What follows belongs to an exercise in optimizing a design on an open flow for small area, a short achievable clock period and few clock cycles; a production flow would make more cautious choices.
The RTL was checked by simulation tests, not by an equivalence proof against the original design.

==> flow/design.v <==
module agu_tile_stream #(
  parameter int                    ADDR_WIDTH = 32,
  parameter int                    IDX_WIDTH  = 16,
  parameter int                    LANES      = 4,
  parameter int                    FIFO_DEPTH = 4,
  parameter logic [ADDR_WIDTH-1:0] NULL_ADDR  = '1
) (
  input  logic                  clk,
  input  logic                  rst,
  input  logic                  cfg_valid_i,
  output logic                  cfg_ready_o,
  input  logic [IDX_WIDTH-1:0]  mat_m_i, mat_k_i, mat_n_i,
  input  logic [IDX_WIDTH-1:0]  tm_i, tn_i, tk_i,
  input  logic [ADDR_WIDTH-1:0] base_a_i, base_b_i, base_c_i,
  input  logic [1:0]            elem_shift_i,
  input  logic                  tile_req_i,
  output logic                  tile_done_o,
  output logic                  all_tiles_done_o,
  output logic                  busy_o,
  output logic                  out_valid,
  input  logic                  out_ready,
  output logic [LANES*ADDR_WIDTH-1:0] out_addr,
  output logic [LANES-1:0]      out_null,
  output logic [1:0]            out_id,
  output logic                  out_last
);
  localparam int AW = ADDR_WIDTH;
  localparam int IW = IDX_WIDTH;
  localparam int SW = IW + 3;               
  localparam int LB = $clog2(LANES) + 3;    
  localparam int HW = AW - LB;
  localparam logic [1:0] SEG_A = 2'd0, SEG_B = 2'd1, SEG_C = 2'd2;
  logic busy_q, init_q, armed_q, run_q, done_q, last_q;
  logic [1:0]    seg_q, sh_q;
  logic          lk_q, lm_q;                
  logic          re_q;                      
  logic [IW-1:0] k_q, n_q, tm_q, tn_q, tk_q;
  logic [IW-1:0] rm_q, rn_q, rk_q, ko_q, no_q;
  logic [IW-1:0] rr_q, rc_q;                
  logic [AW-1:0] p_q, r_q, am_q, bk_q, bb_q, cm_q;
  logic cfg_acc, zero_cfg, valid, pop, adv;
  logic last_m, last_n, last_k, walk_end;
  logic [IW-1:0] em, en, ek;
  logic [IW-1:0] dm, dn, dk;
  assign cfg_acc  = cfg_valid_i & ~busy_q;
  assign zero_cfg = (mat_m_i == '0) | (mat_k_i == '0) | (mat_n_i == '0) |
                    (tm_i == '0) | (tn_i == '0) | (tk_i == '0);
  assign dm     = rm_q - tm_q;
  assign dn     = rn_q - tn_q;
  assign dk     = rk_q - tk_q;
  assign last_m = rm_q <= tm_q;
  assign last_n = rn_q <= tn_q;
  assign last_k = rk_q <= tk_q;
  assign em     = last_m ? rm_q : tm_q;
  assign en     = last_n ? rn_q : tn_q;
  assign ek     = last_k ? rk_q : tk_q;
  assign walk_end = (seg_q == SEG_C) & lm_q & last_n;
  assign valid = run_q | (armed_q & tile_req_i);
  assign pop   = valid & out_ready;
  assign adv   = pop | init_q;
  assign out_valid        = valid;
  assign tile_done_o      = out_ready & last_q;
  assign cfg_ready_o      = ~busy_q;
  assign busy_o           = busy_q;
  assign all_tiles_done_o = done_q;
  assign out_id           = seg_q;
  assign out_last         = last_q;
  localparam int GN = (HW + 3) / 4;
  logic [HW-1:0]               hi, t;
  logic [GN-1:0]               gf_q;
  logic [LANES-1:1]            c_q, nul_q;
  logic [LANES-1:1][LB-1:0]    lo_q;
  assign hi = p_q[AW-1:LB];
  always_comb begin
    for (int i = 0; i < HW; i++) begin
      t[i] = 1'b1;
      for (int j = 0; j < i / 4; j++) t[i] = t[i] & gf_q[j];
      for (int b = (i / 4) * 4; b < i; b++) t[i] = t[i] & hi[b];
    end
  end
  assign out_null[0]      = 1'b0;
  assign out_addr[AW-1:0] = p_q;
  for (genvar l = 1; l < LANES; l++) begin : g_lane
    assign out_null[l]          = nul_q[l];
    assign out_addr[l*AW +: AW] = nul_q[l] ? NULL_ADDR : {hi ^ (t & {HW{c_q[l]}}), lo_q[l]};
  end
  localparam int EV_START = 0, EV_INROW = 1, EV_ROW = 2, EV_TOB = 3, EV_TOC = 4;
  logic [4:0]    ev_q, ev_n;
  logic          start, inrow, rowadv, to_b, to_c, ce_n, re_n, lk_n, last_n_beat;
  logic [1:0]    seg_n;
  logic [IW-1:0] y, w_n, h_n;
  logic [SW-1:0] y_s, z_s;
  logic [AW-1:0] x, madd, uadd;
  logic [GN-1:0] gf_n;
  logic [LANES-1:1] c_n, nul_n;
  logic [LANES-1:1][LB-1:0] lo_n;
  logic [IW-1:0] rc_n;
  assign start  = ev_q[EV_START];
  assign inrow  = ev_q[EV_INROW];
  assign rowadv = ev_q[EV_ROW];
  assign to_b   = ev_q[EV_TOB];
  assign to_c   = ev_q[EV_TOC];
  always_comb begin
    x = ({AW{start}} & am_q) | ({AW{inrow}} & p_q) | ({AW{rowadv}} & r_q) |
        ({AW{to_b}} & bk_q) | ({AW{to_c}} & cm_q);
    y = ({IW{start}} & ko_q) | ({IW{inrow}} & IW'(LANES)) |
        ({IW{rowadv & (seg_q == SEG_A)}} & k_q) | ({IW{rowadv & (seg_q != SEG_A)}} & n_q) |
        ({IW{to_b | to_c}} & no_q);
  end
  assign y_s  = SW'(y) << sh_q;
  assign madd = x + AW'(y_s);
  always_comb begin
    logic [4*GN-1:0] h;
    h = {{(4*GN-HW){1'b1}}, madd[AW-1:LB]};
    for (int j = 0; j < GN; j++) gf_n[j] = &h[4*j +: 4];
  end
  for (genvar l = 1; l < LANES; l++) begin : g_carry
    logic [LB:0] lo;
    assign lo     = {1'b0, madd[LB-1:0]} + ((LB+1)'(l) << sh_q);
    assign c_n[l]  = lo[LB];
    assign lo_n[l] = lo[LB-1:0];
    assign nul_n[l] = (rc_n[IW-1:2] == '0) & (rc_n[1:0] <= 2'(l));
  end
  assign z_s  = SW'((seg_q == SEG_A) ? rk_q : rn_q) << sh_q;
  assign uadd = r_q + AW'(z_s);
  always_comb begin
    seg_n = seg_q; lk_n = lk_q;
    w_n = (seg_q == SEG_A) ? ek : en;
    h_n = rr_q - IW'(1);
    if (start)     begin seg_n = SEG_A; w_n = ek; h_n = em; end
    else if (to_b) begin seg_n = SEG_B; w_n = en; h_n = ek; lk_n = last_k; end
    else if (to_c) begin seg_n = SEG_C; w_n = en; h_n = em; end
  end
  assign rc_n = inrow ? rc_q - IW'(LANES) : w_n;
  assign ce_n = rc_n <= IW'(LANES);
  assign re_n = inrow ? re_q : (h_n == IW'(1));
  assign last_n_beat = ce_n & re_n & ((seg_n == SEG_C) | ((seg_n == SEG_B) & ~lk_n));
  always_comb begin
    ev_n = '0;
    if (last_n_beat)           ev_n[EV_START] = 1'b1;
    else if (!ce_n)            ev_n[EV_INROW] = 1'b1;
    else if (!re_n)            ev_n[EV_ROW]   = 1'b1;
    else if (seg_n == SEG_A)   ev_n[EV_TOB]   = 1'b1;
    else                       ev_n[EV_TOC]   = 1'b1;
  end
  always_ff @(posedge clk or posedge rst) begin
    if (rst) begin
      busy_q <= 1'b0; init_q <= 1'b0; armed_q <= 1'b0; run_q <= 1'b0;
      done_q <= 1'b0; last_q <= 1'b0;
    end else if (cfg_acc) begin
      busy_q <= ~zero_cfg; init_q <= ~zero_cfg; armed_q <= 1'b0; run_q <= 1'b0;
      done_q <= zero_cfg; last_q <= 1'b0;
    end else begin
      init_q <= 1'b0;
      if (init_q) armed_q <= 1'b1;
      if (busy_q & tile_req_i) run_q <= 1'b1;
      if (adv) last_q <= last_n_beat;
      if (pop & last_q) begin
        run_q <= 1'b0;
        if (walk_end) begin busy_q <= 1'b0; armed_q <= 1'b0; done_q <= 1'b1; end
      end
    end
  end
  always_ff @(posedge clk) begin
    if (!busy_q) begin
      k_q <= mat_k_i; n_q <= mat_n_i; tm_q <= tm_i; tn_q <= tn_i; tk_q <= tk_i;
      sh_q <= elem_shift_i;
      rm_q <= mat_m_i; rn_q <= mat_n_i; rk_q <= mat_k_i; ko_q <= '0; no_q <= '0;
      am_q <= base_a_i; bk_q <= base_b_i; bb_q <= base_b_i; cm_q <= base_c_i;
      ev_q <= 5'(1 << EV_START);
    end else if (adv) begin
      p_q <= madd; gf_q <= gf_n; c_q <= c_n; lo_q <= lo_n; nul_q <= nul_n; ev_q <= ev_n;
      rc_q <= rc_n;
      if (!inrow) begin r_q <= madd; rr_q <= h_n; end
      seg_q <= seg_n; lk_q <= lk_n; re_q <= re_n;
      if (last_q) begin
        if (lk_q) begin
          rn_q <= last_n ? n_q : dn;
          no_q <= last_n ? '0 : no_q + tn_q;
        end
        if (lk_q & last_n) cm_q <= uadd;
        if (~lk_q) bk_q <= uadd;
      end
      if (to_b) begin
        rk_q <= last_k ? k_q : dk;
        ko_q <= last_k ? '0 : ko_q + tk_q;
        if (last_n & last_k) am_q <= uadd;
      end
      if (to_c) begin
        lm_q <= last_m;
        bk_q <= bb_q;
        if (last_n) rm_q <= dm;
      end
    end
  end
endmodule
clock: 13.5 ns
lec_check: 0
abc_area: 1
cap_margin: 20
core_margin: 2
core_utilization: 55
cts_cluster_diameter: 100
cts_cluster_size: 20
place_density: 0.7
setup_slack_margin: 5
slew_margin: 20
standard.sh (not shown) runs the stock make flow with config.mk's settings and CLKGATE_MAP_FILE= SYNTH_SCRIPT=/design/flow/synth_recipe.tcl, a recipe that flattens the netlist after the stock synthesis.
==> flow/flow/run.sh <==
#!/bin/bash
# The standard layout (the standard.sh: its synthesis, floorplan, power grid,
# placement, CTS and routing unchanged), with one difference: the buffers that
# placement puts on every input and output port are sky130_fd_sc_hd__buf_1
# cells instead of the default delay-cell buffers.
set -euo pipefail
export BUFFER_PORTS_ARGS="-buffer_cell sky130_fd_sc_hd__buf_1"
bash standard.sh finish > flow_make.log 2>&1
Testbench counts at the start, summed over its fixed seeds: cycles 105,238.
Rerun with:
- CTS_CLUSTER_DIAMETER: 100 -> 110
- CTS_CLUSTER_SIZE: 20 -> 24
Result: Die area stays the same; critical path depth stays the same; wire length shrinks by 0.66%; hold slack barely changes; utilization drops by 0.23 points; via count came out lower by about 0.5%.
Rerun with:
- CAP_MARGIN: 20 -> 0
- CTS_CLUSTER_DIAMETER: 110 -> 100
- CTS_CLUSTER_SIZE: 24 -> 20
- SLEW_MARGIN: 20 -> 0
After rerunning: Via count barely changes. Routed wire length grows by 0.65%. Clock-buffer cell count grows by 8.

==> what the ideal ports hide <==
No port has a modelled driver above. Below, the same layouts with a new extraction and two added sets of constraints.
Step 1, drivers: a clkbuf_16 drives clk and a buf_2 each remaining input, both assumed.
Step 2 also shifts input and output timing later by t, the mid clock arrival at the registers, as if the neighbouring blocks saw the same clock.
Slacks: ideal ports / drivers / drivers and shift; pairs: ideal ports / drivers.
run | t (ns) | slack for setup (ns) | slew at the worst register clock pin (ns) | worst data-port slew with drivers (ns)
the first run | 0.641 | 7.732 / 7.701 / 7.701 | 0.10 / 0.10 | 0.07
the second run | 0.627 | 7.730 / 7.700 / 7.700 | 0.11 / 0.11 | 0.07
the third run | 0.640 | 7.732 / 7.701 / 7.701 | 0.11 / 0.11 | 0.06
After both steps every run listed still meets setup and hold.
